This design comes from an exercise in tuning for small area and a short achievable clock period on the open sky130 flow, not from production work.
Only simulation tests tie the RTL to the original design; equivalence was not proved.
Power and IR drop assume default switching activity.

**flow/flow/run.sh**
```bash
#!/bin/bash
# Layout flow: the standard ORFS flow, with the ports buffered by
# plain buffers (buf_2) instead of the delay cells buffer_ports picks by
# itself.  Every tool's output goes to a log file in this folder; ORFS
# keeps its per-step logs under orfs/logs.
set -euo pipefail
export BUFFER_PORTS_ARGS="-buffer_cell sky130_fd_sc_hd__buf_2"
bash standard.sh > standard_flow.log 2>&1
```
**flow/standard.sh**
```bash
#!/bin/bash
# synth_recipe.tcl (not shown) runs the flow's synth.tcl, then flattens the netlist and writes it again
# the make line also repeats each setting of config.mk as NAME=value (left out here)
make -C /OpenROAD-flow-scripts/flow DESIGN_CONFIG=/design/flow/config.mk WORK_HOME=/design/flow/orfs CLKGATE_MAP_FILE= SYNTH_SCRIPT=/design/flow/synth_recipe.tcl "${@:-finish}"
```
**flow/config.mk**
```make
export PLATFORM = sky130hd
export DESIGN_NAME = dma_read
export DESIGN_NICKNAME = dma_read
export VERILOG_FILES = /design/flow/design.v
export SDC_FILE = /design/flow/constraint.sdc
export NUM_CORES = 4
export LEC_CHECK = 0
export CAP_MARGIN = 20
export CORE_MARGIN = 2
export CORE_UTILIZATION = 70
export CTS_CLUSTER_DIAMETER = 100
export CTS_CLUSTER_SIZE = 25
export SETUP_SLACK_MARGIN = 2.7
export SLEW_MARGIN = 20
```
**flow/constraint.sdc**
```tcl
create_clock -name core_clock -period 5.0 [get_ports {clk}]
set_input_delay 1.0000 -clock core_clock [delete_from_list [all_inputs] [get_ports {clk}]]
set_output_delay 1.0000 -clock core_clock [all_outputs]
set_load 0.01 [all_outputs]
```
**flow/design.v**
```verilog
`timescale 1ns/1ps
module dma_read_fifo #(
    parameter int  WIDTH = 8,
    parameter int  DEPTH = 4,
    parameter int  CBITS = 3      
) (
    input  logic             rst,
    input  logic             s_axi4l,
    input  logic [WIDTH-1:0] s_data,
    input  logic             s_valid,
    output logic             s_ready,
    output logic [WIDTH-1:0] m_data,
    output logic             m_valid,
    input  logic             m_ready
);
    localparam int MDEPTH = DEPTH - 1;
    logic [WIDTH-1:0]  mem [MDEPTH];
    logic [WIDTH-1:0]  head;
    logic [WIDTH-1:0]  mem_rd;
    logic [MDEPTH-1:0] wen;
    logic [MDEPTH-1:0] rd_oh;
    logic [CBITS-1:0]  count;
    logic [CBITS-1:0]  count_n;
    logic              nonempty;   
    logic              multi;      
    logic              full;       
    logic              push;
    logic              pop;
    logic              head_ld;
    logic              mem_push;
    assign s_ready  = ~full;
    assign m_valid  = nonempty;
    assign m_data   = head;
    assign push     = s_valid & ~full;
    assign pop      = nonempty & m_ready;
    assign head_ld  = ~nonempty | m_ready;
    assign mem_push = push & (multi | (nonempty & ~m_ready));
    always_comb begin
        mem_rd = '0;
        for (int i = 0; i < MDEPTH; i++) begin
            mem_rd = mem_rd | (mem[i] & {WIDTH{rd_oh[i]}});
        end
    end
    always_ff @(posedge s_axi4l) begin
        if (head_ld) begin
            head <= multi ? mem_rd : s_data;
        end
    end
    always_ff @(posedge s_axi4l) begin
        for (int i = 0; i < MDEPTH; i++) begin
            if (s_valid & wen[i]) begin
                mem[i] <= s_data;
            end
        end
    end
    always_comb begin
        count_n = count;
        if (push & ~pop) count_n = count + CBITS'(1);
        if (pop & ~push) count_n = count - CBITS'(1);
    end
    always_ff @(posedge s_axi4l) begin
        if (rst) begin
            wen      <= MDEPTH'(1);
            rd_oh    <= MDEPTH'(1);
            count    <= '0;
            nonempty <= 1'b0;
            multi    <= 1'b0;
            full     <= 1'b0;
        end else begin
            if (count_n == CBITS'(DEPTH)) begin
                wen <= '0;
            end else if (full) begin
                wen <= rd_oh;
            end else if (mem_push) begin
                wen <= {wen[MDEPTH-2:0], wen[MDEPTH-1]};
            end
            if (pop & multi) begin
                rd_oh <= {rd_oh[MDEPTH-2:0], rd_oh[MDEPTH-1]};
            end
            count    <= count_n;
            nonempty <= count_n != '0;
            multi    <= count_n > CBITS'(1);
            full     <= count_n == CBITS'(DEPTH);
        end
    end
endmodule
`timescale 1ns/1ps
module dma_read_regs (
    input  logic        s_axi4l,
    input  logic        rst,
    input  logic        awvalid,
    output logic        awready,
    input  logic [31:0] awaddr,
    input  logic        wvalid,
    output logic        wready,
    input  logic [31:0] wdata,
    input  logic [3:0]  wstrb,
    output logic        bvalid,
    input  logic        bready,
    output logic [1:0]  bresp,
    input  logic        arvalid,
    output logic        arready,
    input  logic [31:0] araddr,
    output logic        rvalid,
    input  logic        rready,
    output logic [31:0] rdata,
    output logic [1:0]  rresp,
    output logic [68:0] cmd,
    output logic        cmd_valid,
    input  logic        cmd_ready,
    input  logic        busy
);
    localparam logic [31:0] CORE_ID = 32'haa55_0002;
    logic        wr_en;
    logic        rd_free;
    logic        wr_hi0;      
    logic        rd_hi0;
    logic        pending;
    logic        bvalid_q;
    logic        bfree_q;     
    logic        rvalid_q;
    logic [31:0] rdata_q;
    logic [31:0] rd_value;
    logic [7:0]  c_id;
    logic [31:0] c_addr;
    logic [7:0]  c_len;
    logic [2:0]  c_size;
    logic [1:0]  c_burst;
    logic        c_lock;
    logic [3:0]  c_cache;
    logic [2:0]  c_prot;
    logic [3:0]  c_qos;
    logic [3:0]  c_region;
    assign wr_en   = awvalid & wvalid & (bfree_q | bready);
    assign rd_free = ~rvalid_q | rready;
    assign wr_hi0  = awaddr[31:7] == '0;
    assign rd_hi0  = araddr[31:7] == '0;
    logic [31:0] wsel;      
    always_comb begin
        for (int k = 0; k < 32; k++) begin
            wsel[k] = wr_hi0 & (awaddr[6:2] == 5'(k));
        end
    end
    always_ff @(posedge s_axi4l) begin
        if (rst) begin
            c_id     <= '0;
            c_addr   <= '0;
            c_len    <= '0;
            c_size   <= 3'd3;
            c_burst  <= 2'd1;
            c_lock   <= '0;
            c_cache  <= '0;
            c_prot   <= '0;
            c_qos    <= '0;
            c_region <= '0;
            pending  <= 1'b0;
        end else begin
            if (cmd_ready) begin
                pending <= 1'b0;
            end
            if (wr_en) begin
                if (wsel['h11]) begin
                    pending <= 1'b1;
                    for (int b = 0; b < 4; b++) begin
                        if (wstrb[b]) c_addr[8*b +: 8] <= wdata[8*b +: 8];
                    end
                end
                if (wstrb[0]) begin
                    if (wsel['h10]) c_id     <= wdata[7:0];
                    if (wsel['h12]) c_len    <= wdata[7:0];
                    if (wsel['h13]) c_size   <= wdata[2:0];
                    if (wsel['h14]) c_burst  <= wdata[1:0];
                    if (wsel['h15]) c_lock   <= wdata[0];
                    if (wsel['h16]) c_cache  <= wdata[3:0];
                    if (wsel['h17]) c_prot   <= wdata[2:0];
                    if (wsel['h18]) c_qos    <= wdata[3:0];
                    if (wsel['h19]) c_region <= wdata[3:0];
                end
            end
        end
    end
    assign cmd       = {c_id, c_addr, c_len, c_size, c_burst, c_lock,
                        c_cache, c_prot, c_qos, c_region};
    assign cmd_valid = pending;
    always_comb begin
        rd_value = '0;
        if (rd_hi0) begin
            case (araddr[6:2])
                5'h00: rd_value = CORE_ID;
                5'h08: rd_value = 32'({busy, pending});
                5'h10: rd_value = 32'(c_id);
                5'h11: rd_value = c_addr;
                5'h12: rd_value = 32'(c_len);
                5'h13: rd_value = 32'(c_size);
                5'h14: rd_value = 32'(c_burst);
                5'h15: rd_value = 32'(c_lock);
                5'h16: rd_value = 32'(c_cache);
                5'h17: rd_value = 32'(c_prot);
                5'h18: rd_value = 32'(c_qos);
                5'h19: rd_value = 32'(c_region);
                default: rd_value = '0;
            endcase
        end
    end
    always_ff @(posedge s_axi4l) begin
        if (rd_free) begin
            rdata_q <= rd_value;
        end
    end
    always_ff @(posedge s_axi4l) begin
        if (rst) begin
            bvalid_q <= 1'b0;
            bfree_q  <= 1'b1;
            rvalid_q <= 1'b0;
        end else begin
            bvalid_q <= wr_en | (bvalid_q & ~bready);
            bfree_q  <= ~wr_en & (bfree_q | bready);
            rvalid_q <= (arvalid & rd_free) | (rvalid_q & ~rready);
        end
    end
    assign awready = (bfree_q | bready) & wvalid;
    assign wready  = (bfree_q | bready) & awvalid;
    assign bvalid  = bvalid_q;
    assign bresp   = 2'b00;
    assign arready = rd_free;
    assign rvalid  = rvalid_q;
    assign rdata   = rdata_q;
    assign rresp   = 2'b00;
endmodule
`timescale 1ns/1ps
module dma_read_issue (
    input  logic        s_axi4l,
    input  logic        rst,
    input  logic [68:0] cmd,
    input  logic        cmd_valid,
    output logic        cmd_ready,
    output logic [68:0] ar,
    output logic        arvalid,
    input  logic        arready,
    input  logic        beat_done,
    output logic        busy
);
    logic        ar_hs;
    logic [15:0] sum0;        
    logic [15:0] sum1;        
    logic [15:0] dec;         
    logic [15:0] open_beats;
    dma_read_fifo #(
        .WIDTH (69),
        .DEPTH (4),
        .CBITS (3)
    ) cmd_fifo_i (
        .rst     (rst),
        .s_axi4l (s_axi4l),
        .s_data  (cmd),
        .s_valid (cmd_valid),
        .s_ready (cmd_ready),
        .m_data  (ar),
        .m_valid (arvalid),
        .m_ready (arready)
    );
    assign ar_hs = arvalid & arready;
    dma_read_add16 open_add_i (
        .a    (open_beats),
        .b    ({8'h00, ar[28:21]}),
        .s0   (sum0),
        .s1   (sum1)
    );
    dma_read_dec16 open_dec_i (
        .a (open_beats),
        .d (dec)
    );
    always_ff @(posedge s_axi4l) begin
        if (rst) begin
            open_beats <= '0;
        end else begin
            case ({ar_hs, beat_done})
                2'b10:   open_beats <= sum1;
                2'b11:   open_beats <= sum0;
                2'b01:   open_beats <= dec;
                default: ;
            endcase
        end
    end
    assign busy = arvalid | (open_beats != '0);
endmodule
module dma_read_add16 (
    input  logic [15:0] a,
    input  logic [15:0] b,
    output logic [15:0] s0,
    output logic [15:0] s1
);
    logic [15:0] p;
    logic [15:0] gg [5];
    logic [15:0] pp [5];
    logic [15:0] c0;
    logic [15:0] c1;
    always_comb begin
        p     = a ^ b;
        gg[0] = a & b;
        pp[0] = p;
        for (int l = 1; l < 5; l++) begin
            for (int i = 0; i < 16; i++) begin
                if (i >= (1 << (l - 1))) begin
                    gg[l][i] = gg[l-1][i] | (pp[l-1][i] & gg[l-1][i - (1 << (l - 1))]);
                    pp[l][i] = pp[l-1][i] & pp[l-1][i - (1 << (l - 1))];
                end else begin
                    gg[l][i] = gg[l-1][i];
                    pp[l][i] = pp[l-1][i];
                end
            end
        end
        c0[0] = 1'b0;
        c1[0] = 1'b1;
        for (int i = 1; i < 16; i++) begin
            c0[i] = gg[4][i-1];
            c1[i] = gg[4][i-1] | pp[4][i-1];
        end
        s0 = p ^ c0;
        s1 = p ^ c1;
    end
endmodule
module dma_read_dec16 (
    input  logic [15:0] a,
    output logic [15:0] d
);
    logic [15:0] z [5];    
    always_comb begin
        z[0] = ~a;
        for (int l = 1; l < 5; l++) begin
            for (int i = 0; i < 16; i++) begin
                if (i >= (1 << (l - 1))) begin
                    z[l][i] = z[l-1][i] & z[l-1][i - (1 << (l - 1))];
                end else begin
                    z[l][i] = z[l-1][i];
                end
            end
        end
        d[0] = ~a[0];
        for (int i = 1; i < 16; i++) begin
            d[i] = a[i] ^ z[4][i-1];
        end
    end
endmodule
`timescale 1ns/1ps
module dma_read_stream (
    input  logic        s_axi4l,
    input  logic        rst,
    input  logic [63:0] rdata,
    input  logic        rvalid,
    output logic        rready,
    output logic [63:0] tdata,
    output logic        tvalid,
    input  logic        tready,
    output logic        beat_done
);
    dma_read_fifo #(
        .WIDTH (64),
        .DEPTH (16),
        .CBITS (5)
    ) data_fifo_i (
        .rst     (rst),
        .s_axi4l (s_axi4l),
        .s_data  (rdata),
        .s_valid (rvalid),
        .s_ready (rready),
        .m_data  (tdata),
        .m_valid (tvalid),
        .m_ready (tready)
    );
    assign beat_done = tvalid & tready;
endmodule
`timescale 1ns/1ps
module dma_read (
    input  logic        clk,
    input  logic        rst,
    input  logic        s_awvalid,
    output logic        s_awready,
    input  logic [31:0] s_awaddr,
    input  logic        s_wvalid,
    output logic        s_wready,
    input  logic [31:0] s_wdata,
    input  logic [3:0]  s_wstrb,
    output logic        s_bvalid,
    input  logic        s_bready,
    output logic [1:0]  s_bresp,
    input  logic        s_arvalid,
    output logic        s_arready,
    input  logic [31:0] s_araddr,
    output logic        s_rvalid,
    input  logic        s_rready,
    output logic [31:0] s_rdata,
    output logic [1:0]  s_rresp,
    output logic [7:0]  m_arid,
    output logic [31:0] m_araddr,
    output logic [7:0]  m_arlen,
    output logic [2:0]  m_arsize,
    output logic [1:0]  m_arburst,
    output logic        m_arlock,
    output logic [3:0]  m_arcache,
    output logic [2:0]  m_arprot,
    output logic [3:0]  m_arqos,
    output logic [3:0]  m_arregion,
    output logic        m_arvalid,
    input  logic        m_arready,
    input  logic [63:0] m_rdata,
    input  logic        m_rvalid,
    output logic        m_rready,
    output logic [63:0] tdata,
    output logic        tvalid,
    input  logic        tready
);
    logic [68:0] ar;
    logic [68:0] cmd;
    logic        cmd_valid;
    logic        cmd_ready;
    logic        busy;
    logic        beat_done;
    assign m_arid     = ar[68:61];
    assign m_araddr   = ar[60:29];
    assign m_arlen    = ar[28:21];
    assign m_arsize   = ar[20:18];
    assign m_arburst  = ar[17:16];
    assign m_arlock   = ar[15];
    assign m_arcache  = ar[14:11];
    assign m_arprot   = ar[10:8];
    assign m_arqos    = ar[7:4];
    assign m_arregion = ar[3:0];
    dma_read_regs regs_i (
        .s_axi4l   (clk),
        .rst       (rst),
        .awvalid   (s_awvalid),
        .awready   (s_awready),
        .awaddr    (s_awaddr),
        .wvalid    (s_wvalid),
        .wready    (s_wready),
        .wdata     (s_wdata),
        .wstrb     (s_wstrb),
        .bvalid    (s_bvalid),
        .bready    (s_bready),
        .bresp     (s_bresp),
        .arvalid   (s_arvalid),
        .arready   (s_arready),
        .araddr    (s_araddr),
        .rvalid    (s_rvalid),
        .rready    (s_rready),
        .rdata     (s_rdata),
        .rresp     (s_rresp),
        .cmd       (cmd),
        .cmd_valid (cmd_valid),
        .cmd_ready (cmd_ready),
        .busy      (busy)
    );
    dma_read_issue
    issue_i (
        .s_axi4l   (clk),
        .rst       (rst),
        .cmd       (cmd),
        .cmd_valid (cmd_valid),
        .cmd_ready (cmd_ready),
        .ar        (ar),
        .arvalid   (m_arvalid),
        .arready   (m_arready),
        .beat_done (beat_done),
        .busy      (busy)
    );
    dma_read_stream
    stream_i (
        .s_axi4l   (clk),
        .rst       (rst),
        .rdata     (m_rdata),
        .rvalid    (m_rvalid),
        .rready    (m_rready),
        .tdata     (tdata),
        .tvalid    (tvalid),
        .tready    (tready),
        .beat_done (beat_done)
    );
endmodule
```
==> results.sh, run 1 <==
export IMPL_path_max_fanout=5
export IMPL_async_flop_share_pct=0
export IMPL_cap_violations=0
export IMPL_initial_core_util_pct=70.9
export IMPL_ctsLongestPathBuffers=3
export IMPL_synth_top_cells_by_count="1332 x edfxtp_1, 254 x a22oi_1, 202 x nor2_1, 165 x clkbuf_1, 152 x nand2_1"
export IMPL_outcome="no timing/DRC/antenna violations"
export IMPL_buffer_ports_inserted=342
export IMPL_timing_rr_end="issue_i.open_beats[10]"
export IMPL_drtAntennaViolNets=0
export IMPL_p_leak_nw=19.4
export IMPL_cts_reportedPaths_clkPinSlew_ps=100
export IMPL_combinational_cell_fraction_of_total_power_pct=14.4
export IMPL_dr_total_vias=32300
export IMPL_sw_pwr_w=0.00666
export IMPL_pin_count=351
export IMPL_remaining_drc_errors=0
export IMPL_synth_cell_types=66
export IMPL_area_used_by_multi_input_combinational_logic_mm2=0.0108
export IMPL_placement_rows=101
export IMPL_synth_edf_count=1332
export IMPL_yosysWarningCount=11
export IMPL_drt_pre_antenna_iters=9
export IMPL_fp_dieH_um=282
export IMPL_cell_internal_pwr_w=0.0189
export IMPL_synthTopCellsByArea="edfxtp_1 74%, dfxtp_1 5.1%, a22oi_1 3.5%"
export IMPL_die_w_um=282
export IMPL_timing_final_setup_violations=0
export IMPL_worst_hold_depth=2
export IMPL_r2r_slack_ps=2670
export IMPL_nets=3707
export IMPL_post_synth_top_count_cell="edfxtp_1"
export IMPL_power_ir_vdd_worst_uv=358
export IMPL_timing_hold_ws_ps=514
export IMPL_final_hold_violation_count=0
export IMPL_route_detailed_vias_per_inst=7.05
export IMPL_worst_clock_skew_ps=22.7
export IMPL_finalMaxSlewViolations=0
export IMPL_clock_sinks=1471
export IMPL_proportion_of_netlist_area_held_by_the_largest_area_contributor_pct=74.0
export IMPL_slew_headroom_pct=30.0
export IMPL_critical_path_class="primary input to output port"
export IMPL_required_ps=4000
export IMPL_first_iter_violations=4713
export IMPL_r2r_start="issue_i.cmd_fifo_i.head[27]"
export IMPL_grt_max_degree=87
export IMPL_synthesis_area_mm2=0.0541
export IMPL_synth_area_leader_cell="edfxtp_1"
export IMPL_worst_slack_after_detailed_placement_ps=1560
export IMPL_grt_overflow_total=0
export IMPL_fillers=4241
export IMPL_swShare_pct=26.1
export IMPL_clk_latency_ps=640
export IMPL_min_delay_start="regs_i.bvalid_q"
export IMPL_rsz0062_at_grt="yes"
export IMPL_seq_power_share_pct=61.3
export IMPL_ys_seq_elements=1471
export IMPL_routed_wirelength_um=138000
export IMPL_setup_total_negative_slack_ps=0
export IMPL_layout_setup_ws_ps=2620
export IMPL_dpl_hpwl_um=74000
export IMPL_initial_antenna_violation_count=15
export IMPL_ctsHtreeMaxLevel=3
export IMPL_grt_pass1_vias=31300
export IMPL_dominant_synthesized_flop_cell="edfxtp_1"
export IMPL_cp_data_arrival_time_ps=1380
export IMPL_synthToLayoutAreaGrowth_pct=9.91
export IMPL_fmaxAchievable_ghz=0.419
export IMPL_design_core_area_mm2=0.0762
export IMPL_hold_end="regs_i.bvalid_q"
export IMPL_power_per_cell_area_mw_per_mm2=429
export IMPL_grtUsageTotal_pct=34.1
export IMPL_clock_root_buffer="clkbuf_16"
export IMPL_tritoncts="built"
export IMPL_timing_reg2reg_worst_path_depth=8
export IMPL_cts_buffers_inserted=68
export IMPL_sequential_cell_area_mm2=0.0428
export IMPL_design_die_area_mm2=0.0795
export IMPL_detail_route_wl_per_cell_um=30.1
export IMPL_worst_slew_pin_transition_ps=1050
export IMPL_finalCoreUtilization_pct=78.0
export IMPL_clock_power_share_pct=24.3
export IMPL_layout_worst_path_cycle_share_pct=47.7
export IMPL_synth_yosys_seq_area_share_pct=79.1
export IMPL_mean_cell_area_of_the_mapped_netlist_um2=16.8
export IMPL_hold_class="register to register"
export IMPL_grt_pass1_wl_um=197000
export IMPL_worst_setup_path_end_kind="output port"
export IMPL_netlist_instances=3227
export IMPL_place_congestion=0.868
export IMPL_drive_gt1_share_pct=17.1
export IMPL_min_period_ps=2380
export IMPL_timing_critical_path_from_type="primary input"
routing by layer:
layer  share of wire [%]  vias to the layer above  GRT usage (%)
met5               0.088                        -              0
met4                 3.7                       18           13.1
met3                  11                      343           5.27
met2                  50                     2127           57.9
met1                  35                    16200           45.2
li1                    -                    13600              -
sequential cells by signal (all words and copies together) (netlist names), 2 cells and up:
name                        count
regs_i.c_addr                  32
issue_i.open_beats             16
stream_i.data_fifo_i.count      5
issue_i.cmd_fifo_i.count        3
stream_i.data_fifo_i.mem      960
regs_i.c_len                    8
stream_i.data_fifo_i.head      64
regs_i.c_qos                    4
issue_i.cmd_fifo_i.wen          3
issue_i.cmd_fifo_i.rd_oh        3
regs_i.c_id                     8
regs_i.c_region                 4
regs_i.c_burst                  2
issue_i.cmd_fifo_i.head        69
regs_i.c_size                   3
regs_i.c_cache                  4
stream_i.data_fifo_i.wen       15
issue_i.cmd_fifo_i.mem        207
regs_i.rdata_q                 32
stream_i.data_fifo_i.rd_oh     15
regs_i.c_prot                   3
timing repair:
item | CTS | global route
buffers inserted | 10 | 6
endpoints found under the setup margin | 275 | 71
hold endpoints to repair | 0 | 0
gates cloned | 2 | 0
pin swaps | 6 | 14
hold buffers | 0 | 0
gates resized for setup | 36 | 23
per-stage QoR:
| step | total power, W | std cells | area (um2) |
|---|---|---|---|
| after floorplan | 0.0177 | 3230 | 54300 |
| final | 0.0255 | 4585 | 59400 |
| after global routing | 0.0262 | 4583 | 59400 |
| after CTS | 0.0255 | 4573 | 59200 |
| after detailed placement | 0.0194 | 4461 | 57000 |
| after global placement | 0.0193 | 4460 | 57000 |
area by class of cell:
class	instances	area share (%)
flip-flops and latches	1471	72.1
multi-input cells	1531	18.1
repair buffers	424	4.21
clock buffers	94	3.10
well taps	1030	2.17
inverters	22	0.152
clock inverters	6	0.137
diodes	6	0.0253
repair inverters	1	0.00842
power groups by stage:
stage	logic [W]	registers, W	clock network, W
after floorplan	0.00185	0.0158	0
after global placement	0.00339	0.0159	0
after detailed placement	0.00348	0.0159	0
after CTS	0.00360	0.0156	0.00624
after global routing	0.00390	0.0157	0.00658
final	0.00368	0.0156	0.00620
worst max path at each step:
stage                                      from                           end  slack, ps  cells past startpoint
floorplan                          s_awaddr[30]               regs_i.c_len[0]       2250                      7
global placement                       m_rvalid   stream_i.data_fifo_i.wen[3]       1660                      7
detailed placement                     m_rvalid  stream_i.data_fifo_i.wen[10]       1560                      7
CTS                                    s_bready                      s_wready       2600                      3
global route        issue_i.cmd_fifo_i.head[22]        issue_i.open_beats[10]       2550                      8
finish                                 s_bready                     s_awready       2620                      3
worst max-delay path, cell delays in order:
cell and delay (ps):
buf_8 100, o21a_1 150, buf_2 130
logic make-up after synthesis:
kind of cell             share of synthesized area [%]
AO/OA/AOI/OAI                                     11.2
XOR/XNOR                                         0.486
adder cells (fa/ha/maj)                          0.361
buffers and inverters                             1.63
flip-flops                                        79.1
multiplexers                                      1.75
other                                          0.00694
AND/OR/NAND/NOR                                   5.45
cells in the final DEF, fill, tap and decap left out, types with 6 or more instances in the layout:
master     Yosys  routed
a21oi_1      113     113
nor3_1         8       8
buf_12         0       7
xnor2_1       19      19
buf_6          0      10
nand2_2        0       6
o21ai_0       15      13
buf_4          5      68
nor2_1       202     200
a211oi_1      20      11
buf_2          4     336
mux2i_1       91      89
dfxtp_4        0      10
o22a_1        65      65
and3_1        19      18
clkbuf_1     165      24
clkbuf_16      0      70
a222oi_1      73      73
xor2_1        11      10
nor4_1        14      10
and2_4         0      18
ha_1          14      11
nand3_1       53      53
edfxtp_1    1332    1332
a22o_1       100     100
a221oi_1     102     101
nand2_1      152     144
nand4_1       99      99
dfxtp_2        0      14
a22oi_1      254     254
diode_2        0       6
a211oi_2       0       9
inv_1         22      20
dfxtp_1      139     115
==> run 2, diff against run 1 <==
==> flow/flow/run.sh (replaced) <==
#!/bin/bash
# Layout flow: the standard ORFS flow, with the ports buffered by
# plain buffers (buf_1) instead of the delay cells buffer_ports picks by
# itself.  Every tool's output goes to a log file in this folder; ORFS
# keeps its per-step logs under orfs/logs.
set -euo pipefail
export BUFFER_PORTS_ARGS="-buffer_cell sky130_fd_sc_hd__buf_1"
bash standard.sh > standard_flow.log 2>&1
--- a/flow/config.mk
+++ b/flow/config.mk
@@ -9,6 +9,6 @@
 export CORE_MARGIN = 2
-export CORE_UTILIZATION = 70
+export CORE_UTILIZATION = 65
 export CTS_CLUSTER_DIAMETER = 100
 export CTS_CLUSTER_SIZE = 25
-export SETUP_SLACK_MARGIN = 2.7
+export SETUP_SLACK_MARGIN = 2.8
 export SLEW_MARGIN = 20
==> results.sh, run 2 <==
export IMPL_ctsLongestPathBuffers=3
export IMPL_yosysWarningCount=11
export IMPL_placedCellCount=4488
export IMPL_largest_register_ffs=960
export IMPL_drtAntennaViolNets=0
export IMPL_worst_setup_path_end_kind="output port"
export IMPL_required_ps=4000
export IMPL_r2r_slack_ps=2620
export IMPL_synthTopCellsByArea="edfxtp_1 74%, dfxtp_1 5.1%, a22oi_1 3.5%"
export IMPL_synthToLayoutAreaGrowth_pct=10.6
export IMPL_instances_no_fill=4645
export IMPL_place_congestion=0.839
export IMPL_r2r_start="issue_i.cmd_fifo_i.head[28]"
export IMPL_grt_pass1_wl_um=203000
export IMPL_die_w_um=292
export IMPL_design_core_area_mm2=0.0822
export IMPL_design_die_area_mm2=0.0855
export IMPL_ctsHtreeMaxLevel=3
export IMPL_layout_cells_most_common="edfxtp_1"
export IMPL_worst_clock_skew_ps=30.1
export IMPL_cts_buffers_inserted=68
export IMPL_grt_overflow_total=0
export IMPL_tritoncts="built"
export IMPL_grt_max_degree=97
export IMPL_p_leak_nw=18.9
export IMPL_finalCoreUtilization_pct=72.7
export IMPL_first_iter_violations=4101
export IMPL_dr_total_vias=31900
export IMPL_worst_slack_after_detailed_placement_ps=1210
export IMPL_ys_seq_elements=1471
export IMPL_worst_slew_pin_transition_ps=979
export IMPL_finalMaxSlewViolations=0
export IMPL_power_per_cell_area_mw_per_mm2=430
export IMPL_worst_hold_depth=2
export IMPL_final_hold_violation_count=0
export IMPL_grtUsageTotal_pct=32.5
export IMPL_pin_count=351
export IMPL_hold_end="regs_i.bvalid_q"
export IMPL_fmaxAchievable_ghz=0.415
export IMPL_cts_reportedPaths_clkPinSlew_ps=90
export IMPL_timing_critical_path_from_type="primary input"
export IMPL_reg_top3="stream_i.data_fifo_i.mem x960, issue_i.cmd_fifo_i.mem x207, issue_i.cmd_fifo_i.head x69"
export IMPL_cap_violations=0
export IMPL_synthesis_area_mm2=0.0541
export IMPL_clock_root_buffer="clkbuf_16"
export IMPL_outcome="no timing/DRC/antenna violations"
export IMPL_path_max_fanout=2
export IMPL_hold_class="register to register"
export IMPL_cp_data_arrival_time_ps=1410
export IMPL_drive_gt1_share_pct=11.5
export IMPL_power_ir_vdd_worst_uv=281
export IMPL_drt_pre_antenna_iters=9
export IMPL_remaining_drc_errors=0
export IMPL_timing_hold_ws_ps=497
export IMPL_routed_wirelength_um=144000
export IMPL_area_used_by_multi_input_combinational_logic_mm2=0.0109
export IMPL_route_detailed_vias_per_inst=6.87
export IMPL_rsz0062_at_grt="yes"
export IMPL_sequential_cell_area_mm2=0.0429
export IMPL_min_delay_start="regs_i.bvalid_q"
export IMPL_async_flop_share_pct=0
export IMPL_clk_latency_ps=660
export IMPL_initial_core_util_pct=65.7
export IMPL_mean_cell_area_of_the_mapped_netlist_um2=16.8
export IMPL_final_cell_mix="1332 x edfxtp_1, 254 x a22oi_1, 229 x buf_1"
export IMPL_dominant_synthesized_flop_cell="edfxtp_1"
export IMPL_timing_reg2reg_worst_path_depth=9
export IMPL_layout_worst_path_cycle_share_pct=48.2
export IMPL_proportion_of_netlist_area_held_by_the_largest_area_contributor_pct=74.0
export IMPL_initial_antenna_violation_count=14
export IMPL_fillers=5095
export IMPL_synth_cell_types=66
export IMPL_synth_area_leader_cell="edfxtp_1"
export IMPL_detail_route_wl_per_cell_um=30.9
export IMPL_setup_total_negative_slack_ps=0
export IMPL_timing_final_setup_violations=0
export IMPL_buffer_ports_inserted=342
export IMPL_synth_yosys_seq_area_share_pct=79.1
export IMPL_clock_sinks=1471
export IMPL_netlist_instances=3227
export IMPL_dpl_hpwl_um=72000
export IMPL_timing_rr_end="issue_i.open_beats[14]"
export IMPL_critical_path_class="primary input to output port"
export IMPL_placement_rows=105
export IMPL_synth_edf_count=1332
export IMPL_nets=3725
export IMPL_post_synth_top_count_cell="edfxtp_1"
export IMPL_fp_dieH_um=292
export IMPL_slew_headroom_pct=34.7
export IMPL_min_period_ps=2410
export IMPL_synth_top_cells_by_count="1332 x edfxtp_1, 254 x a22oi_1, 202 x nor2_1, 165 x clkbuf_1, 152 x nand2_1"
export IMPL_largest_register="stream_i.data_fifo_i.mem"
export IMPL_layout_setup_ws_ps=2590
export IMPL_grt_pass1_vias=31200
[run 2: per-layer routing]
metal,vias to the layer above,wire (um),global-route usage (%)
met5,-,79,0
met4,14,4410,10.7
met3,302,13800,5.52
met2,1819,72100,55.2
met1,16100,53300,43.3
li1,13700,-,-
[run 2: cell families after synthesis]
logic type,count (synthesis),share of synthesized area [%]
flops,1471,79.1
compound gates,776,11.2
simple gates,610,5.45
buf+inv,229,1.63
mux,94,1.75
xor+xnor,30,0.486
fa+ha+maj,16,0.361
other cells,1,0.00694
[run 2: area by class of cell]
class / instances / area share [%]
Antenna cell: 8 / 0.0335
Clock buffer: 93 / 3.08
Clock inverter: 7 / 0.0984
Inverter: 22 / 0.151
Multi-Input combinational cell: 1531 / 18.2
Sequential cell: 1471 / 71.7
Tap cell: 1070 / 2.24
Timing Repair Buffer: 440 / 4.43
Timing Repair inverter: 3 / 0.0293
[run 2: critical path, stage by stage]
cell,delay [ps]
buf_8,90
nand2b_4,170
buf_6,140
[run 2: repair_timing]
action,4_1_cts,5_1_grt
endpoints found under the setup margin,928,341
hold buffers,0,0
pin swaps,12,15
gates resized for setup,95,139
setup buffers,23,22
gates cloned,4,0
[run 2: worst max path at each step]
| stage | cells after the start | startpoint | slack [ps] | endpoint |
|---|---|---|---|---|
| 2_1_floorplan | 7 | s_awaddr[30] | 2250 | regs_i.c_len[0] |
| 3_3_place_gp | 7 | m_rvalid | 1320 | stream_i.data_fifo_i.wen[1] |
| 3_5_place_dp | 7 | m_rvalid | 1210 | stream_i.data_fifo_i.wen[1] |
| 4_1_cts | 3 | s_rready | 2590 | s_arready |
| 5_1_grt | 8 | issue_i.cmd_fifo_i.head[27] | 2530 | issue_i.open_beats[10] |
| 6_report | 3 | s_rready | 2590 | s_arready |
[run 2: power by group]
part / internal [W] / switching (W) / leakage (nW)
clock network: 0.00261 / 0.00361 / 0.918
registers: 0.0150 / 0.000666 / 13.2
logic: 0.00122 / 0.00255 / 4.78
[run 2: through the flow]
stage	cell area [um2]	power, W
final	59800	0.0257
after global routing	59800	0.0264
after CTS	59100	0.0255
after detailed placement	56700	0.0194
after global placement	56700	0.0192
after floorplan	54300	0.0177
==> run 3, diff against run 2 <==
--- a/flow/config.mk
+++ b/flow/config.mk
@@ -9,5 +9,5 @@
 export CORE_MARGIN = 2
-export CORE_UTILIZATION = 65
-export CTS_CLUSTER_DIAMETER = 100
-export CTS_CLUSTER_SIZE = 25
+export CORE_UTILIZATION = 75
+export CTS_CLUSTER_DIAMETER = 105
+export CTS_CLUSTER_SIZE = 28
 export SETUP_SLACK_MARGIN = 2.8
==> results.sh, run 3 <==
export IMPL_grt_max_degree=92
export IMPL_post_synth_top_count_cell="edfxtp_1"
export IMPL_detail_route_wl_per_cell_um=30.6
export IMPL_power_ir_vdd_worst_uv=414
export IMPL_initial_antenna_violation_count=14
export IMPL_drive_gt1_share_pct=12.0
export IMPL_drt_pre_antenna_iters=8
export IMPL_proportion_of_netlist_area_held_by_the_largest_area_contributor_pct=74.0
export IMPL_slew_headroom_pct=29.4
export IMPL_ctsLongestPathBuffers=3
export IMPL_grt_pass1_vias=31700
export IMPL_power_per_cell_area_mw_per_mm2=424
export IMPL_placedCellCount=4372
export IMPL_rsz0062_at_grt="yes"
export IMPL_synthesis_area_mm2=0.0541
export IMPL_finalCoreUtilization_pct=82.9
export IMPL_cts_hold_buffers_added=0
export IMPL_dr_total_vias=32400
export IMPL_worst_clock_skew_ps=29.4
export IMPL_nets=3700
export IMPL_design_die_area_mm2=0.0742
export IMPL_ctsHtreeMaxLevel=2
export IMPL_outcome="no timing/DRC/antenna violations"
export IMPL_critical_path_class="register to register"
export IMPL_fmaxAchievable_ghz=0.409
export IMPL_drtAntennaViolNets=0
export IMPL_dpl_hpwl_um=71400
export IMPL_grt_pass1_wl_um=197000
export IMPL_worst_slew_pin_transition_ps=1060
export IMPL_yosysWarningCount=11
export IMPL_place_congestion=0.848
export IMPL_initial_core_util_pct=75.8
export IMPL_placement_rows=98
export IMPL_fillers=3494
export IMPL_cp_data_arrival_time_ps=3010
export IMPL_required_ps=5560
export IMPL_route_detailed_vias_per_inst=7.21
export IMPL_timing_hold_ws_ps=520
export IMPL_timing_final_setup_violations=0
export IMPL_global_route_usage_met3_pct=6.07
export IMPL_async_flop_share_pct=0
export IMPL_sequential_cell_area_mm2=0.0429
export IMPL_dominant_synthesized_flop_cell="edfxtp_1"
export IMPL_cts_buffers_inserted=58
export IMPL_design_core_area_mm2=0.0714
export IMPL_hold_class="register to register"
export IMPL_netlist_instances=3227
export IMPL_cts_reportedPaths_clkPinSlew_ps=110
export IMPL_remaining_drc_errors=0
export IMPL_path_max_fanout=8
export IMPL_synth_edf_count=1332
export IMPL_synth_top_cells_by_count="1332 x edfxtp_1, 254 x a22oi_1, 202 x nor2_1, 165 x clkbuf_1, 152 x nand2_1"
export IMPL_fp_dieH_um=272
export IMPL_die_w_um=272
export IMPL_layout_worst_path_cycle_share_pct=48.9
export IMPL_grt_use_met2_pct=62.2
export IMPL_ys_seq_elements=1471
export IMPL_routed_wirelength_um=138000
export IMPL_largest_register="stream_i.data_fifo_i.mem"
export IMPL_clock_sinks=1471
export IMPL_pin_count=351
export IMPL_grtUsageTotal_pct=36.3
export IMPL_clk_latency_ps=690
export IMPL_synth_area_leader_cell="edfxtp_1"
export IMPL_instances_no_fill=4498
export IMPL_first_iter_violations=4758
export IMPL_mean_cell_area_of_the_mapped_netlist_um2=16.8
export IMPL_cap_violations=0
export IMPL_synth_yosys_seq_area_share_pct=79.1
export IMPL_grt_overflow_total=0
export IMPL_buffer_ports_inserted=342
export IMPL_tritoncts="built"
export IMPL_p_leak_nw=18.8
export IMPL_clock_root_buffer="clkbuf_16"
export IMPL_min_period_ps=2440
export IMPL_finalMaxSlewViolations=0
export IMPL_final_hold_violation_count=0
export IMPL_global_routing_met1_resource_utilization_pct=47.7
export IMPL_final_cell_mix="1332 x edfxtp_1, 254 x a22oi_1, 198 x nor2_1"
export IMPL_setup_total_negative_slack_ps=0
export IMPL_worst_setup_path_end_kind="register"
export IMPL_synthTopCellsByArea="edfxtp_1 74%, dfxtp_1 5.1%, a22oi_1 3.5%"
export IMPL_largest_register_ffs=960
export IMPL_reg_top3="stream_i.data_fifo_i.mem x960, issue_i.cmd_fifo_i.mem x207, issue_i.cmd_fifo_i.head x69"
export IMPL_synthToLayoutAreaGrowth_pct=9.50
export IMPL_timing_critical_path_from_type="register"
export IMPL_layout_cells_most_common="edfxtp_1"
export IMPL_synth_cell_types=66
export IMPL_gr_max_usage_layer="met2"
export IMPL_area_used_by_multi_input_combinational_logic_mm2=0.0109
-- run 3: cell counts after synthesis --
Identical to the previous run, type by type.
-- run 3: worst max-delay path, stage by stage (launching register included) --
cell and delay [ps]:
edfxtp_1 430, ha_2 210, or4_4 540, or3b_4 400, o211ai_1 130, buf_6 210
buf_6 120, o21ai_4 50, xnor2_1 180, nor2_1 50
-- run 3: what timing repair did --
| action | CTS | global route |
|---|---|---|
| setup buffers | 19 | 9 |
| pin swaps | 14 | 18 |
| setup endpoints to repair | 1002 | 333 |
| gates resized for setup | 113 | 184 |
| gates cloned | 2 | 0 |
-- run 3: area by class of cell --
cell class	count	share of cell area, %
timing repair buffer	427	4.18
tap	950	2.01
clock inverter	3	0.0761
sequential	1471	72.4
clock buffer	82	2.64
multi-input combinational	1531	18.5
timing repair inverter	1	0.0127
inverter	22	0.156
antenna	11	0.0465
-- run 3: final timing paths --
path,startpoint,endpoint,slack [ps],depth (start not counted)
min reg2reg,stream_i.data_fifo_i.wen[14],stream_i.data_fifo_i.wen[14],520,2
min,stream_i.data_fifo_i.wen[14],stream_i.data_fifo_i.wen[14],520,2
max,issue_i.cmd_fifo_i.head[25],issue_i.open_beats[11],2560,9
max reg2reg,issue_i.cmd_fifo_i.head[25],issue_i.open_beats[11],2560,9
-- run 3: cells by family after synthesis --
kind of cell / share of synthesized area [%]
flops: 79.1
compound gates: 11.2
simple gates: 5.45
buf+inv: 1.63
mux: 1.75
xor+xnor: 0.486
fa+ha+maj: 0.361
other cells: 0.00694
-- run 3: layer usage --
metal,share of wire (%),routed length (um)
met1,34,46900
met2,51,70200
met3,11,15400
met4,3.7,5080
met5,0.038,53
-- run 3: metrics by stage --
| stage | setup WS [ps] | area [um2] | power (W) |
|---|---|---|---|
| 2_1_floorplan | 2250 | 54300 | 0.0177 |
| 3_3_place_gp | 1340 | 56500 | 0.0191 |
| 3_5_place_dp | 1270 | 56500 | 0.0193 |
| 4_1_cts | 2590 | 58700 | 0.0248 |
| 5_1_grt | 2480 | 59200 | 0.0258 |
| 6_report | 2560 | 59200 | 0.0251 |
-- run 3: power by group --
part	leakage (nW)	switching [W]	internal (W)	total, W
registers	13.2	0.000691	0.0150	0.0157
clock network	0.776	0.00342	0.00220	0.00562
logic	4.82	0.00253	0.00123	0.00376
==> run 4, diff against run 3 <==
--- a/flow/design.v
+++ b/flow/design.v
@@ -264,3 +264,3 @@
         .a    (open_beats),
-        .b    ({8'h00, ar[28:21]}),
+        .b    (ar[28:21]),
         .s0   (sum0),
@@ -288,3 +288,3 @@
     input  logic [15:0] a,
-    input  logic [15:0] b,
+    input  logic [7:0]  b,
     output logic [15:0] s0,
@@ -292,13 +292,16 @@
 );
-    logic [15:0] p;
-    logic [15:0] gg [5];
-    logic [15:0] pp [5];
-    logic [15:0] c0;
-    logic [15:0] c1;
+    logic [7:0] p;
+    logic [7:0] gg [4];
+    logic [7:0] pp [4];
+    logic [8:0] c0;
+    logic [8:0] c1;
+    logic [7:0] hi;
+    logic [7:0] hi_inc;
+    logic [7:0] ones [4];   
     always_comb begin
-        p     = a ^ b;
-        gg[0] = a & b;
+        p     = a[7:0] ^ b;
+        gg[0] = a[7:0] & b;
         pp[0] = p;
-        for (int l = 1; l < 5; l++) begin
-            for (int i = 0; i < 16; i++) begin
+        for (int l = 1; l < 4; l++) begin
+            for (int i = 0; i < 8; i++) begin
                 if (i >= (1 << (l - 1))) begin
@@ -314,8 +317,23 @@
         c1[0] = 1'b1;
-        for (int i = 1; i < 16; i++) begin
-            c0[i] = gg[4][i-1];
-            c1[i] = gg[4][i-1] | pp[4][i-1];
+        for (int i = 1; i < 9; i++) begin
+            c0[i] = gg[3][i-1];
+            c1[i] = gg[3][i-1] | pp[3][i-1];
         end
-        s0 = p ^ c0;
-        s1 = p ^ c1;
+        hi      = a[15:8];
+        ones[0] = hi;
+        for (int l = 1; l < 4; l++) begin
+            for (int i = 0; i < 8; i++) begin
+                if (i >= (1 << (l - 1))) begin
+                    ones[l][i] = ones[l-1][i] & ones[l-1][i - (1 << (l - 1))];
+                end else begin
+                    ones[l][i] = ones[l-1][i];
+                end
+            end
+        end
+        hi_inc[0] = ~hi[0];
+        for (int i = 1; i < 8; i++) begin
+            hi_inc[i] = hi[i] ^ ones[3][i-1];
+        end
+        s0 = {c0[8] ? hi_inc : hi, p ^ c0[7:0]};
+        s1 = {c1[8] ? hi_inc : hi, p ^ c1[7:0]};
     end
==> flow/flow/run.sh (replaced) <==
#!/bin/bash
# Layout flow: the standard ORFS flow, with the ports buffered by
# plain buffers (buf_2) instead of the delay cells buffer_ports picks by
# itself.  Every tool's output goes to a log file in this folder; ORFS
# keeps its per-step logs under orfs/logs.
set -euo pipefail
export BUFFER_PORTS_ARGS="-buffer_cell sky130_fd_sc_hd__buf_2"
bash standard.sh > standard_flow.log 2>&1
--- a/flow/config.mk
+++ b/flow/config.mk
@@ -7,2 +7,3 @@
 export LEC_CHECK = 0
+export ABC_AREA = 1
 export CAP_MARGIN = 20
@@ -10,4 +11,4 @@
 export CORE_UTILIZATION = 75
-export CTS_CLUSTER_DIAMETER = 105
-export CTS_CLUSTER_SIZE = 28
+export CTS_CLUSTER_DIAMETER = 100
+export CTS_CLUSTER_SIZE = 25
 export SETUP_SLACK_MARGIN = 2.8
==> results.sh, run 4 <==
export IMPL_required_ps=4000
export IMPL_min_period_ps=2560
export IMPL_worst_clock_skew_ps=25.2
export IMPL_yosysWarningCount=12
export IMPL_detail_route_wl_per_cell_um=26.9
export IMPL_timing_final_setup_violations=0
export IMPL_fmaxAchievable_ghz=0.390
export IMPL_route_detailed_vias_per_inst=6.61
export IMPL_proportion_of_netlist_area_held_by_the_largest_area_contributor_pct=71.3
export IMPL_dpl_hpwl_um=77700
export IMPL_largest_register_ffs=960
export IMPL_ctsLongestPathBuffers=3
export IMPL_finalMaxSlewViolations=0
export IMPL_cts_reportedPaths_clkPinSlew_ps=100
export IMPL_ctsHtreeMaxLevel=3
export IMPL_synth_cell_types=46
export IMPL_synth_yosys_seq_area_share_pct=76.2
export IMPL_clock_root_buffer="clkbuf_16"
export IMPL_buffer_ports_inserted=342
export IMPL_dominant_synthesized_flop_cell="edfxtp_1"
export IMPL_synth_area_leader_cell="edfxtp_1"
export IMPL_drive_gt1_share_pct=13.6
export IMPL_dr_total_vias=37000
export IMPL_reg_top3="stream_i.data_fifo_i.mem x960, issue_i.cmd_fifo_i.mem x207, issue_i.cmd_fifo_i.head x69"
export IMPL_first_iter_violations=4903
export IMPL_layout_worst_path_cycle_share_pct=51.3
export IMPL_ys_seq_elements=1471
export IMPL_p_leak_nw=21.5
export IMPL_grt_max_degree=71
export IMPL_clock_sinks=1471
export IMPL_nets=4773
export IMPL_mean_cell_area_of_the_mapped_netlist_um2=13.1
export IMPL_grt_overflow_total=0
export IMPL_pin_count=351
export IMPL_layout_setup_ws_ps=2440
export IMPL_setup_total_negative_slack_ps=0
export IMPL_clk_latency_ps=650
export IMPL_grt_pass1_vias=35800
export IMPL_tritoncts="built"
export IMPL_design_core_area_mm2=0.0743
export IMPL_worst_setup_path_end_kind="output port"
export IMPL_slew_headroom_pct=27.5
export IMPL_die_w_um=278
export IMPL_synth_edf_count=1332
export IMPL_grt_pass1_wl_um=217000
export IMPL_synth_top_cells_by_count="1332 x edfxtp_1, 1049 x nand2_1, 386 x nor2_1, 207 x inv_1, 160 x a21oi_1"
export IMPL_min_delay_start="regs_i.bvalid_q"
export IMPL_initial_core_util_pct=75.5
export IMPL_final_cell_mix="1332 x edfxtp_1, 1032 x nand2_1, 378 x nor2_1"
export IMPL_cts_buffers_inserted=68
export IMPL_netlist_instances=4272
export IMPL_design_die_area_mm2=0.0770
export IMPL_rsz0062_at_grt="yes"
export IMPL_largest_register="stream_i.data_fifo_i.mem"
export IMPL_critical_path_class="primary input to output port"
export IMPL_drtAntennaViolNets=0
export IMPL_path_max_fanout=2
export IMPL_synthToLayoutAreaGrowth_pct=10.3
export IMPL_placement_rows=100
export IMPL_grtUsageTotal_pct=38.5
export IMPL_r2r_start="stream_i.data_fifo_i.rd_oh[1]"
export IMPL_routed_wirelength_um=150000
export IMPL_drt_pre_antenna_iters=8
export IMPL_cap_violations=0
export IMPL_outcome="no timing/DRC/antenna violations"
export IMPL_synthesis_area_mm2=0.0561
export IMPL_worst_slew_pin_transition_ps=1090
export IMPL_worst_slack_after_detailed_placement_ps=1430
export IMPL_power_ir_vdd_worst_uv=430
export IMPL_fp_dieH_um=278
export IMPL_remaining_drc_errors=0
export IMPL_post_synth_top_count_cell="edfxtp_1"
export IMPL_final_hold_violation_count=0
export IMPL_async_flop_share_pct=0
export IMPL_critPathLaunch="s_bready"
export IMPL_hold_class="register to register"
export IMPL_power_per_cell_area_mw_per_mm2=451
export IMPL_initial_antenna_violation_count=18
export IMPL_synthTopCellsByArea="edfxtp_1 71%, nand2_1 7.0%, dfxtp_1 5.0%"
export IMPL_place_congestion=0.921
export IMPL_timing_critical_path_from_type="primary input"
export IMPL_cp_data_arrival_time_ps=1560
export IMPL_r2r_slack_ps=2760
export IMPL_layout_cells_most_common="edfxtp_1"
-- run 4: cell count changes in the layout (fill, tap and decap cells not counted), sizes merged, moves of 73 or more --
cell	change
nand2	+903
mux2i	-90
a22oi	-254
buf	+128
nand3	+79
o21ai	+85
clkbuf	-109
nor2	+187
inv	+173
a222oi	-73
-- run 4: metrics by stage --
step	hold WS, ps	std cells	power (W)	instance area, um2	utilization (%)
3_5_place_dp	453	5435	0.0214	59000	79.3
3_3_place_gp	449	5434	0.0212	59000	79.3
2_1_floorplan	443	4275	0.0190	56400	-
5_1_grt	488	5588	0.0288	61900	83.3
6_report	472	5591	0.0279	61900	83.3
4_1_cts	474	5567	0.0276	61500	82.8
-- run 4: kinds of logic after synthesis --
kind of cell / Yosys count / synth area share (%)
AO/OA/AOI/OAI: 640 / 7.95
XOR/XNOR: 8 / 0.125
adder cells (fa/ha/maj): 16 / 0.357
buffers and inverters: 420 / 2.92
flip-flops: 1471 / 76.2
multiplexers: 1 / 0.0178
other: 1 / 0.00668
AND/OR/NAND/NOR: 1715 / 12.4
-- run 4: layer usage --
layer	part of all wire [%]	wire length [um]	up-vias	track usage (%)
met5	0.039	58	-	0
met4	5.2	7830	12	20.1
met3	13	19100	441	7.14
met2	48	72500	2692	62.7
met1	34	50600	17800	50.4
li1	-	-	16000	-
-- run 4: path summary, 6_finish.rpt --
kind	end	cells past startpoint
setup / recovery	s_awready	5
hold / removal	regs_i.bvalid_q	2
setup reg to reg	stream_i.data_fifo_i.head[21]	5
hold reg to reg	regs_i.bvalid_q	2
-- run 4: power breakdown --
part | leakage [nW] | internal, W | switching, W
registers | 13.4 | 0.0151 | 0.000878
clock network | 0.939 | 0.00269 | 0.00352
logic | 7.14 | 0.00179 | 0.00396
total | 21.5 | 0.0196 | 0.00836
-- run 4: critical path: stages --
cell	delay, ps
buf_6	90
or2_1	220
inv_2	80
nor2_2	40
buf_2	130
-- run 4: area by class of cell --
class | instances | area (um2)
sequential | 1471 | 42900
antenna | 10 | 25.0
clock inverter | 5 | 80.1
multi-input combinational | 2385 | 12000
clock buffer | 94 | 1860
tap | 969 | 1210
timing repair inverter | 10 | 66.3
fill | 3824 | 12400
inverter | 213 | 896
timing repair buffer | 434 | 2910
-- run 4: timing repair --
item / 4_1_cts / 5_1_grt
endpoints found under the hold margin: 0 / 0
setup buffers: 24 / 11
gates cloned: 9 / 2
pin swaps: 1 / 1
hold buffers: 0 / 0
setup endpoints to repair: 1008 / 380
gates resized for setup: 66 / 44
==> run 5, diff against run 4 <==
--- a/flow/config.mk
+++ b/flow/config.mk
@@ -7,3 +7,2 @@
 export LEC_CHECK = 0
-export ABC_AREA = 1
 export CAP_MARGIN = 20
==> results.sh, run 5 <==
export IMPL_largest_register_ffs=960
export IMPL_layout_worst_path_cycle_share_pct=47.7
export IMPL_die_w_um=274
export IMPL_design_power_total_w=0.0273
export IMPL_timing_final_setup_violations=0
export IMPL_p_leak_nw=19.1
export IMPL_yosysWarningCount=12
export IMPL_synth_area_leader_cell="edfxtp_1"
export IMPL_synth_yosys_seq_area_share_pct=78.0
export IMPL_worst_hold_depth=2
export IMPL_cts_hold_buffers_added=0
export IMPL_remaining_drc_errors=0
export IMPL_tritoncts="built"
export IMPL_grt_overflow_total=0
export IMPL_min_period_ps=2380
export IMPL_worst_slew_pin_transition_ps=1030
export IMPL_cts_reportedPaths_clkPinSlew_ps=100
export IMPL_ys_seq_elements=1471
export IMPL_path_max_fanout=4
export IMPL_route_detailed_vias_per_inst=7.45
export IMPL_power_ir_vdd_worst_uv=365
export IMPL_synthesis_area_mm2=0.0548
export IMPL_design_die_area_mm2=0.0753
export IMPL_clk_latency_ps=670
export IMPL_grt_max_degree=89
export IMPL_first_iter_violations=5265
export IMPL_synth_compound_gate_area_share_pct=12.5
export IMPL_drtAntennaViolNets=0
export IMPL_cp_data_arrival_time_ps=1380
export IMPL_drive_gt1_share_pct=18.7
export IMPL_synthTopCellsByArea="edfxtp_1 73%, dfxtp_1 5.1%, a22oi_1 4.2%"
export IMPL_grt_pass1_vias=33000
export IMPL_initial_core_util_pct=75.4
export IMPL_synth_edf_count=1332
export IMPL_critical_path_class="primary input to output port"
export IMPL_dr_total_vias=34600
export IMPL_buffer_ports_inserted=342
export IMPL_post_synth_top_count_cell="edfxtp_1"
export IMPL_synth_cell_types=81
export IMPL_dpl_hpwl_um=76500
export IMPL_rsz0062_at_grt="yes"
export IMPL_fp_dieH_um=274
export IMPL_largest_family_of_logic_cells_by_synthesized_area="compound AO/OA/AOI/OAI gates"
export IMPL_outcome="no timing/DRC/antenna violations"
export IMPL_ctsLongestPathBuffers=3
export IMPL_synth_area_mux_share_pct=0.995
export IMPL_grt_pass1_wl_um=208000
export IMPL_final_hold_violation_count=0
export IMPL_netlist_instances=3347
export IMPL_hold_class="register to register"
export IMPL_cts_buffers_inserted=68
export IMPL_timing_reg2reg_worst_path_depth=7
export IMPL_finalMaxSlewViolations=0
export IMPL_reg_top3="stream_i.data_fifo_i.mem x960, issue_i.cmd_fifo_i.mem x207, issue_i.cmd_fifo_i.head x69"
export IMPL_layout_cells_most_common="edfxtp_1"
export IMPL_slew_headroom_pct=30.9
export IMPL_detail_route_wl_per_cell_um=31.5
export IMPL_xor_and_xnor_area_share_after_synthesis_pct=0.269
export IMPL_required_ps=4000
export IMPL_worst_setup_path_end_kind="output port"
export IMPL_synthToLayoutAreaGrowth_pct=10.3
export IMPL_power_per_cell_area_mw_per_mm2=451
export IMPL_largest_register="stream_i.data_fifo_i.mem"
export IMPL_design_core_area_mm2=0.0727
export IMPL_dominant_synthesized_flop_cell="edfxtp_1"
export IMPL_clock_sinks=1471
export IMPL_ctsHtreeMaxLevel=3
export IMPL_fmaxAchievable_ghz=0.419
export IMPL_proportion_of_netlist_area_held_by_the_largest_area_contributor_pct=73.0
export IMPL_grtUsageTotal_pct=38.1
export IMPL_mean_cell_area_of_the_mapped_netlist_um2=16.4
export IMPL_initial_antenna_violation_count=13
export IMPL_worst_clock_skew_ps=37.6
export IMPL_cap_violations=0
export IMPL_nets=3830
export IMPL_async_flop_share_pct=0
export IMPL_synth_top_cells_by_count="1332 x edfxtp_1, 307 x a22oi_1, 168 x a21oi_1, 162 x clkbuf_1, 139 x dfxtp_1"
export IMPL_final_cell_mix="1332 x edfxtp_1, 321 x buf_2, 303 x a22oi_1"
export IMPL_place_congestion=0.929
export IMPL_synth_simple_gate_area_share_pct=5.93
export IMPL_clock_root_buffer="clkbuf_16"
export IMPL_routed_wirelength_um=146000
export IMPL_placement_rows=99
export IMPL_drt_pre_antenna_iters=6
export IMPL_setup_total_negative_slack_ps=0
export IMPL_timing_critical_path_from_type="primary input"
export IMPL_pin_count=351
export IMPL_synth_adder_area_share_pct=0.402
==> run 5: cell types whose count changed after synthesis, moves of 35 or more <==
cell / before / now
a222oi_1: 0 / 69
a22oi_1: 0 / 307
a32oi_1: 51 / 1
inv_1: 207 / 25
mux2i_1: 1 / 41
nand2_1: 1049 / 134
nand3_1: 128 / 93
nand4_1: 62 / 124
nor2_1: 386 / 126
o22a_1: 2 / 64
==> run 5: per-stage QoR <==
step / instance area [um2] / hold slack (ps) / util [%] / std cells / worst slack (ps)
after CTS: 60000 / 506 / 82.5 / 4621 / 2560
after global routing: 60500 / 546 / 83.1 / 4645 / 2600
after global placement: 57600 / 472 / 79.2 / 4486 / 1850
after floorplan: 55200 / 473 / - / 3350 / 2490
final: 60500 / 516 / 83.2 / 4649 / 2620
after detailed placement: 57600 / 486 / 79.2 / 4486 / 1730
==> run 5: kinds of logic after synthesis <==
kind of cell	Yosys count
mux	52
buf+inv	254
compound gates	924
flops	1471
xor+xnor	16
simple gates	611
fa+ha+maj	18
other cells	1
==> run 5: timing repair <==
item	4_1_cts	5_1_grt
resized for setup	64	59
pin swaps	13	22
endpoints found under the setup margin	515	560
buffers inserted	14	16
gates cloned	10	3
==> run 5: layer usage <==
layer	up-vias	share of wire (%)	track usage (%)
met5	-	0.057	0
met2	2929	49	62.5
met4	14	4.3	16.9
met3	485	13	7.56
li1	14200	-	-
met1	17000	33	50.4
==> run 5: worst paths after layout <==
check                                                 start                     end  slack, ps
worst max-delay path                               s_bready                s_wready       2620
worst min-delay path                        regs_i.bvalid_q         regs_i.bvalid_q        520
worst max register to register  issue_i.cmd_fifo_i.head[26]  issue_i.open_beats[13]       2790
worst min register to register              regs_i.bvalid_q         regs_i.bvalid_q        520
==> run 5: area by class of cell <==
type                            count  area [um2]
Timing Repair Buffer              437        2710
Clock inverter                      4        50.0
Clock buffer                      107        1930
Sequential cell                  1471       42900
Inverter                           25         103
Antenna cell                        9        22.5
Fill cell                        3511       12200
Tap cell                          959        1200
Multi-Input combinational cell   1637       11600
==> run 5: critical path, stage by stage <==
cell and delay [ps]:
buf_8 100, o21a_1 150, buf_2 130
==> run 5: power breakdown <==
part           switching [W]  internal, W
Combinational        0.00324      0.00172
Clock                0.00357      0.00270
Sequential          0.000829       0.0152

==> re-timing with driven ports <==
No port has a modelled driver above. Below, the same layouts with a new extraction and two added sets of constraints.
Step 1: set_driving_cell puts a clkbuf_16 on clk and a buf_2 on each other input, an assumption about the parent block.
Step 2 times the ports against the registers' clock, not the clock port: input delays grow and output delays shrink by t, the midpoint of the rising clock arrivals with the driver on.
Three values: ideal ports, drivers, drivers and shift; two values: the first two.
| run | t (ns) | slack for setup (ns) | worst hold slack (ns) | worst data-port slew with drivers (ns) |
|---|---|---|---|---|
| run 1 | 0.702 | 2.615 / 2.570 / 2.058 | 0.514 / 0.514 / 0.514 | 0.12 |
| run 2 | 0.716 | 2.590 / 2.548 / 2.079 | 0.497 / 0.497 / 0.497 | 0.13 |
| run 3 | 0.744 | 2.556 / 2.552 / 2.045 | 0.520 / 0.511 / 0.520 | 0.12 |
| run 4 | 0.712 | 2.436 / 2.401 / 1.953 | 0.472 / 0.472 / 0.472 | 0.13 |
| run 5 | 0.720 | 2.615 / 2.574 / 2.047 | 0.516 / 0.516 / 0.516 | 0.15 |
After both steps every run listed still meets setup and hold. For run 5, which loses most, drivers alone change the setup slack by -0.041 ns; drivers and shift together by -0.568 ns.
